What follows belongs to an exercise in optimizing a design on an open flow for small area; a production flow would make more cautious choices. Where RTL was checked, it was by simulation tests only, not by an equivalence proof against the original. Power figures rest on the tool's default switching activity, not on a simulated workload.

## pdm_mic_top
module pdm_mic_top (
    input  logic                    clk_i,
    input  logic                    rst_n_i,
    input  logic                    clear_i,
    input  logic [7-1:0] decim_i,
    input  logic                    pdm_data_i,
    input  logic                    rd_en_i,
    output logic                    pdm_clk_o,
    output logic [16-1:0] audio_o,
    output logic                    audio_valid_o,
    output logic                    clip_o,
    output logic                    overflow_o
);
Size in the first run: about 920 cells after synthesis, about 460 flip-flops, ~13000 sq um of cells after synthesis.
==> flow/config.mk <==
export PLATFORM = sky130hd
export DESIGN_NAME = pdm_mic_top
export DESIGN_NICKNAME = pdm_mic_top
export VERILOG_FILES = /design/flow/design.v
export SDC_FILE = /design/flow/constraint.sdc
export NUM_CORES = 4
export LEC_CHECK = 0
export CAP_MARGIN = 20
export CORE_MARGIN = 2
export CORE_UTILIZATION = 84
export CTS_CLUSTER_DIAMETER = 60
export CTS_CLUSTER_SIZE = 30
export PLACE_DENSITY = 0.9
export SLEW_MARGIN = 20
==> flow/constraint.sdc <==
create_clock -name core_clock -period 10.0 [get_ports {clk_i}]
set_input_delay 2.0000 -clock core_clock [delete_from_list [all_inputs] [get_ports {clk_i}]]
set_output_delay 2.0000 -clock core_clock [all_outputs]
set_load 0.01 [all_outputs]
standard.sh (not shown) runs the stock make flow with config.mk's settings and CLKGATE_MAP_FILE= SYNTH_SCRIPT=/design/flow/synth_recipe.tcl, a recipe that flattens the netlist after the stock synthesis.
==> flow/flow/run.sh <==
#!/bin/bash
# Own flow: the standard layout (standard.sh), with the port buffers made
# from the smallest buffer cell and clock-tree synthesis without dummy loads.
set -euo pipefail
export BUFFER_PORTS_ARGS="-buffer_cell sky130_fd_sc_hd__buf_1"
export CTS_ARGS="-sink_clustering_enable -repair_clock_nets -sink_clustering_size 30 -sink_clustering_max_diameter 60 -dont_use_dummy_load"
bash standard.sh > standard_flow.log 2>&1
The starting point ran to the end with no violations.
==> next run, changes <==
==> flow/flow/run.sh (replaced) <==
#!/bin/bash
# Own flow: the standard layout (standard.sh), with the port buffers made
# from the smallest buffer cell, clock-tree synthesis without dummy loads,
# and a power-recovery pass (downsizing cells with timing slack) before the
# placement resize step, which then repairs slew and capacitance.
set -euo pipefail
export BUFFER_PORTS_ARGS="-buffer_cell sky130_fd_sc_hd__buf_1"
export CTS_ARGS="-sink_clustering_enable -repair_clock_nets -sink_clustering_size 30 -sink_clustering_max_diameter 60 -dont_use_dummy_load"
export PRE_RESIZE_TCL="$PWD/flow/recover.tcl"
bash standard.sh > standard_flow.log 2>&1
==> flow/flow/recover.tcl (new file) <==
# Runs in ORFS's resize step before repair_design: downsize cells that have
# timing slack to spare (the clock period is met with several ns left), then
# let the step's repair_design fix any slew or capacitance this leaves.
set_dont_use $::env(DONT_USE_CELLS)
estimate_parasitics -placement
repair_timing -setup -recover_power 100
After rerunning:
- clock skew falls by 0.014 ns
- non-clock buffer count rose by 1
- power is about the same
- die area stays the same
- worst setup slack loses 0.55 ns
- clock power rises by about 0.8%


== before ==
pdm_mic_top, a different RTL version from the one above (not shown whole).
Size in the first run: ~910 cells after synthesis.
// pdm_mic_top
module pdm_mic_top (
    input  logic                    clk_i,
    input  logic                    rst_n_i,
    input  logic                    clear_i,
    input  logic [7-1:0] decim_i,
    input  logic                    pdm_data_i,
    input  logic                    rd_en_i,
    output logic                    pdm_clk_o,
    output logic [16-1:0] audio_o,
    output logic                    audio_valid_o,
    output logic                    clip_o,
    output logic                    overflow_o
);
clock: 10.0 ns
lec_check: 0
cap_margin: 20
core_margin: 2
core_utilization: 70
cts_cluster_diameter: 60
cts_cluster_size: 30
place_density: 0.8
slew_margin: 20
==> flow/flow/run.sh <==
#!/bin/bash
set -euo pipefail
export BUFFER_PORTS_ARGS="-buffer_cell sky130_fd_sc_hd__buf_1"
export CTS_ARGS="-sink_clustering_enable -repair_clock_nets -sink_clustering_size 25 -sink_clustering_max_diameter 50 -dont_use_dummy_load -root_buf sky130_fd_sc_hd__clkbuf_16 -buf_list {sky130_fd_sc_hd__clkbuf_8 sky130_fd_sc_hd__clkbuf_16}"
bash standard.sh > standard_flow.log 2>&1
before finished end to end and its layout was clean on timing, DRC and antenna.
Here is what was changed in the inputs of after compared with before.
==> flow/flow/run.sh <==
#!/bin/bash
# Own flow: the standard layout (standard.sh), with the port buffers made
# from the smallest buffer cell and clock-tree synthesis without dummy loads.
set -euo pipefail
export BUFFER_PORTS_ARGS="-buffer_cell sky130_fd_sc_hd__buf_1"
export CTS_ARGS="-sink_clustering_enable -repair_clock_nets -sink_clustering_size 30 -sink_clustering_max_diameter 60 -dont_use_dummy_load"
bash standard.sh > standard_flow.log 2>&1
after completed every stage of the flow, and the final layout passed the timing, DRC and antenna checks.
Per the comparison of after with before, global routing usage on met2 lower, worst setup slack has decreased, relative slew slack went down by 0.65 points.
Power after layout improves in after relative to before.
Re post-route setup TNS: no difference whatsoever between after and before.
| hold slack | after vs before | 24 ps higher |


pdm_mic_top, a different RTL version from the one above (not shown whole).
Size in the first run: ~480 flip-flops.
clock: 10.0 ns
lec_check: 0
cap_margin: 20
core_margin: 2
core_utilization: 80
cts_cluster_diameter: 60
cts_cluster_size: 30
place_density: 0.85
slew_margin: 20
==> flow/flow/run.sh <==
#!/bin/bash
# Own flow: the standard layout (standard.sh), with the port buffers made
# from the smallest buffer cell and clock-tree synthesis without dummy loads.
set -euo pipefail
export BUFFER_PORTS_ARGS="-buffer_cell sky130_fd_sc_hd__buf_1"
export CTS_ARGS="-sink_clustering_enable -repair_clock_nets -sink_clustering_size 20 -sink_clustering_max_diameter 40 -dont_use_dummy_load -root_buf sky130_fd_sc_hd__clkbuf_16 -buf_list {sky130_fd_sc_hd__clkbuf_8}"
bash standard.sh > standard_flow.log 2>&1
==> next run, changes <==
==> flow/flow/run.sh (replaced) <==
#!/bin/bash
# Own flow: the standard layout (standard.sh), with the port buffers made
# from the smallest buffer cell and clock-tree synthesis without dummy loads.
set -euo pipefail
export BUFFER_PORTS_ARGS="-buffer_cell sky130_fd_sc_hd__buf_1"
export CTS_ARGS="-sink_clustering_enable -repair_clock_nets -sink_clustering_size 36 -sink_clustering_max_diameter 60 -dont_use_dummy_load"
bash standard.sh > standard_flow.log 2>&1
The new run went through all stages and came out clean.
Flip-flop and latch count does not change.
Count of clock-buffer cells in the layout is lower by 18.
Final area is lower by 0.62%.


Setup of run a:
RTL: one of the versions met above, not the one the previous note started from.
For scale: roughly 920 cells after synthesis, about 460 flip-flops, about 32 I/O pins.
export LEC_CHECK = 0
export CAP_MARGIN = 20
export CORE_MARGIN = 2
export CORE_UTILIZATION = 84
export CTS_CLUSTER_DIAMETER = 60
export CTS_CLUSTER_SIZE = 30
export PLACE_DENSITY = 0.9
export SLEW_MARGIN = 20
create_clock -name core_clock -period 10.0 [get_ports {clk_i}]
==> flow/flow/run.sh <==
#!/bin/bash
# Own flow: the standard layout (standard.sh), with the port buffers made
# from the smallest buffer cell, clock-tree synthesis without dummy loads,
# and power recovery (downsizing of cells with timing slack) after global
# routing.
set -euo pipefail
export BUFFER_PORTS_ARGS="-buffer_cell sky130_fd_sc_hd__buf_1"
export CTS_ARGS="-sink_clustering_enable -repair_clock_nets -sink_clustering_size 30 -sink_clustering_max_diameter 60 -dont_use_dummy_load"
export RECOVER_POWER=100
bash standard.sh > standard_flow.log 2>&1
The flow completed for run a, but it is not clean: the layout still shows capacitance limit, slew limit.
Inputs modified between run a and run b:
Settings: a change of PLACE_DENSITY from 0.9 to 0.85; a change of CORE_UTILIZATION from 84 to 80.
-- flow/flow/run.sh --
<<< run a, line 3
# from the smallest buffer cell, clock-tree synthesis without dummy loads,
# and power recovery (downsizing of cells with timing slack) after global
# routing.
>>> run b, line 3
# from the smallest buffer cell and clock-tree synthesis without dummy loads.
<<< run a, line 9
export RECOVER_POWER=100
>>> run b, line 7
[summary]
- In summary, run b completed successfully, with a layout that passed the timing, DRC and antenna checks.
- Overall power essentially unchanged between run a and run b.
- Worst hold slack came out lower on run b than on run a.
- The final reports for run b and run a show clock skew higher in the former.


## rev 12
Another version of the RTL of pdm_mic_top (not shown whole).
For scale: about 900 cells after synthesis, about 32 I/O pins, about 0.014 mm2 of cells after synthesis.
==> flow/design.v (excerpt) <==
module pdm_mic_top (
    input  logic                    clk_i,
    input  logic                    rst_n_i,
    input  logic                    clear_i,
    input  logic [7-1:0] decim_i,
    input  logic                    pdm_data_i,
    input  logic                    rd_en_i,
    output logic                    pdm_clk_o,
    output logic [16-1:0] audio_o,
    output logic                    audio_valid_o,
    output logic                    clip_o,
    output logic                    overflow_o
);
export LEC_CHECK = 0
export CAP_MARGIN = 20
export CORE_MARGIN = 2
export CORE_UTILIZATION = 70
export CTS_CLUSTER_DIAMETER = 60
export CTS_CLUSTER_SIZE = 30
export PLACE_DENSITY = 0.8
export SLEW_MARGIN = 20
create_clock -name core_clock -period 10.0 [get_ports {clk_i}]
==> flow/flow/run.sh <==
#!/bin/bash
# Own flow: the standard layout (standard.sh), with the port buffers made
# from the smallest buffer cell and clock-tree synthesis without dummy loads.
set -euo pipefail
export BUFFER_PORTS_ARGS="-buffer_cell sky130_fd_sc_hd__buf_1"
export CTS_ARGS="-sink_clustering_enable -repair_clock_nets -sink_clustering_size 30 -sink_clustering_max_diameter 60 -dont_use_dummy_load"
bash standard.sh > standard_flow.log 2>&1
Rev 12 finished every stage and its layout cleared the timing, DRC and antenna checks.
Changes in rev 13 relative to rev 12:
- CORE_UTILIZATION now 80, was 70
- PLACE_DENSITY now 0.85, was 0.8
Results
For met2 routed wirelength, dividing the value from rev 12 by the value from rev 13 gives 0.79.
Rev 13 vs rev 12: slew at the pin closest to its max-slew limit up
Rev 12 → rev 13: leakage power -0.95%, detailed placer's ending HPWL +12%, total power draw -about 2.5%, final standard cell area without fillers -160 um2.
Row sequential share of layout area: rev 13 higher / rev 12 lower


Another version of the RTL of pdm_mic_top (not shown whole).
Size: about 950 cells after synthesis, ~460 flip-flops, roughly 32 I/O pins, roughly 14000 um2 of cells after synthesis.
Settings: LEC_CHECK=0, CAP_MARGIN=20, CORE_MARGIN=2, CORE_UTILIZATION=82, CTS_CLUSTER_DIAMETER=60, CTS_CLUSTER_SIZE=30, PLACE_DENSITY=0.88, SLEW_MARGIN=20; clock period 10.0 ns.
==> flow/flow/run.sh <==
#!/bin/bash
# Own flow: the standard layout (standard.sh), with the port buffers made
# from the smallest buffer cell, clock-tree synthesis without dummy loads,
# and a power-recovery pass (downsizing cells with timing slack) before the
# placement resize step, which then repairs slew and capacitance.
set -euo pipefail
export BUFFER_PORTS_ARGS="-buffer_cell sky130_fd_sc_hd__buf_1"
export CTS_ARGS="-sink_clustering_enable -repair_clock_nets -sink_clustering_size 30 -sink_clustering_max_diameter 60 -dont_use_dummy_load"
export PRE_RESIZE_TCL="$PWD/flow/recover.tcl"
bash standard.sh > standard_flow.log 2>&1
==> flow/flow/recover.tcl <==
# Runs in ORFS's resize step before repair_design: downsize cells that have
# timing slack to spare (the clock period is met with several ns left), then
# let the step's repair_design fix any slew or capacitance this leaves.
set_dont_use $::env(DONT_USE_CELLS)
estimate_parasitics -placement
repair_timing -setup -recover_power 100
The baseline completed with no timing, DRC or antenna violations.
Rerun with:
==> flow/flow/run.sh (replaced) <==
#!/bin/bash
# Own flow: the standard layout (standard.sh), with the port buffers made
# from the smallest buffer cell and clock-tree synthesis without dummy loads.
set -euo pipefail
export BUFFER_PORTS_ARGS="-buffer_cell sky130_fd_sc_hd__buf_1"
export CTS_ARGS="-sink_clustering_enable -repair_clock_nets -sink_clustering_size 30 -sink_clustering_max_diameter 60 -dont_use_dummy_load"
bash standard.sh > standard_flow.log 2>&1
removed: flow/flow/recover.tcl
What happened:
- hold slack loses 0.014 ns
- wire length goes down by about 5%
- cell area barely changes
- area after synthesis does not change
- setup slack improved by 0.34 ns
- cell count is about the same
- power fell by about 0.4%
- die area stays the same


run M:
pdm_mic_top, a different RTL version from the one above (not shown whole).
Size in the first run: ~910 cells after synthesis, about 32 I/O pins, about 15,000 um^2 of cells after synthesis.
export LEC_CHECK = 0
export CAP_MARGIN = 20
export CORE_MARGIN = 2
export CORE_UTILIZATION = 70
export CTS_CLUSTER_DIAMETER = 60
export CTS_CLUSTER_SIZE = 30
export PLACE_DENSITY = 0.8
export SLEW_MARGIN = 20
create_clock -name core_clock -period 10.0 [get_ports {clk_i}]
run.sh (not shown) runs the stock make flow with config.mk's settings and CLKGATE_MAP_FILE= SYNTH_SCRIPT=/design/flow/synth_recipe.tcl, a recipe that flattens the netlist after the stock synthesis.
Stock flow here: none of the scripts above is used.
Run M: flow completed, timing, DRC and antenna clean
Input-level comparison between run Z and run M:
Settings: ABC_AREA newly set to 1.
## What came out
- Per the comparison of run Z with run M, global-route usage over all layers now larger, area growth from synthesis to final layout increased 0.23 points, via count grew by 1,441, hold slack saw an increase, register fraction of the total cell area dropped 2.0 points.
- Looking at post-synthesis instance area, run Z sits 410 um^2 above run M.
- Lower portion of netlist area occupied by mux cells goes to run Z over run M.
- Slew at the pin with the worst max-slew slack: run M and run Z compared, higher one is run Z
- Run Z against run M: routed wire length grew by about 8%; number of antenna violations at the first check in global routing held steady.
No functional check of the RTL was part of any run of this note.

what the ideal ports hide:
The results above use ideal ports. As a check the final layouts listed here were re-extracted and re-timed, cells and wires unchanged. Step 1 (the two cells are an assumption about what drives the block):
set clk [get_ports {clk_i}]
set_driving_cell -lib_cell sky130_fd_sc_hd__clkbuf_16 $clk
set_driving_cell -lib_cell sky130_fd_sc_hd__buf_2 [delete_from_list [all_inputs] $clk]
Step 2 also shifts input and output timing later by t, the mid clock arrival at the registers, as if the neighbouring blocks saw the same clock. Slacks: ideal ports / drivers / drivers and shift; pairs: ideal ports / drivers.
run | t (ns) | slack for setup (ns) | worst setup path after step 2 | latest minus earliest clock arrival (ns) | worst data-port slew with drivers (ns)
the first run of note 1 | 0.558 | 4.508 / 4.508 / 4.508 | register to register | 0.052 / 0.052 | 0.04
the second run of note 1 | 0.556 | 3.962 / 3.962 / 3.962 | register to register | 0.034 / 0.034 | 0.06
before | 0.541 | 4.476 / 4.476 / 4.476 | register to register | 0.043 / 0.043 | 0.04
after | 0.558 | 4.431 / 4.431 / 4.431 | register to register | 0.040 / 0.040 | 0.04
the first run of note 3 | 0.537 | 4.600 / 4.600 / 4.600 | register to register | 0.049 / 0.048 | 0.05
the second run of note 3 | 0.557 | 4.494 / 4.494 / 4.494 | register to register | 0.059 / 0.058 | 0.04
run a | 0.558 | 3.485 / 3.485 / 3.485 | register to register | 0.056 / 0.055 | 0.04
run b | 0.549 | 4.543 / 4.543 / 4.543 | register to register | 0.061 / 0.061 | 0.03
rev 12 | 0.566 | 4.807 / 4.807 / 4.807 | register to register | 0.046 / 0.045 | 0.04
rev 13 | 0.558 | 4.487 / 4.487 / 4.487 | register to register | 0.051 / 0.051 | 0.05
the first run of note 6 | 0.558 | 3.985 / 3.985 / 3.985 | register to register | 0.061 / 0.061 | 0.05
the second run of note 6 | 0.556 | 4.324 / 4.324 / 4.324 | register to register | 0.060 / 0.060 | 0.04
run M | 0.586 | 4.885 / 4.885 / 4.885 | register to register | 0.024 / 0.024 | 0.03
run Z | 0.584 | 4.917 / 4.917 / 4.917 | register to register | 0.016 / 0.016 | 0.04
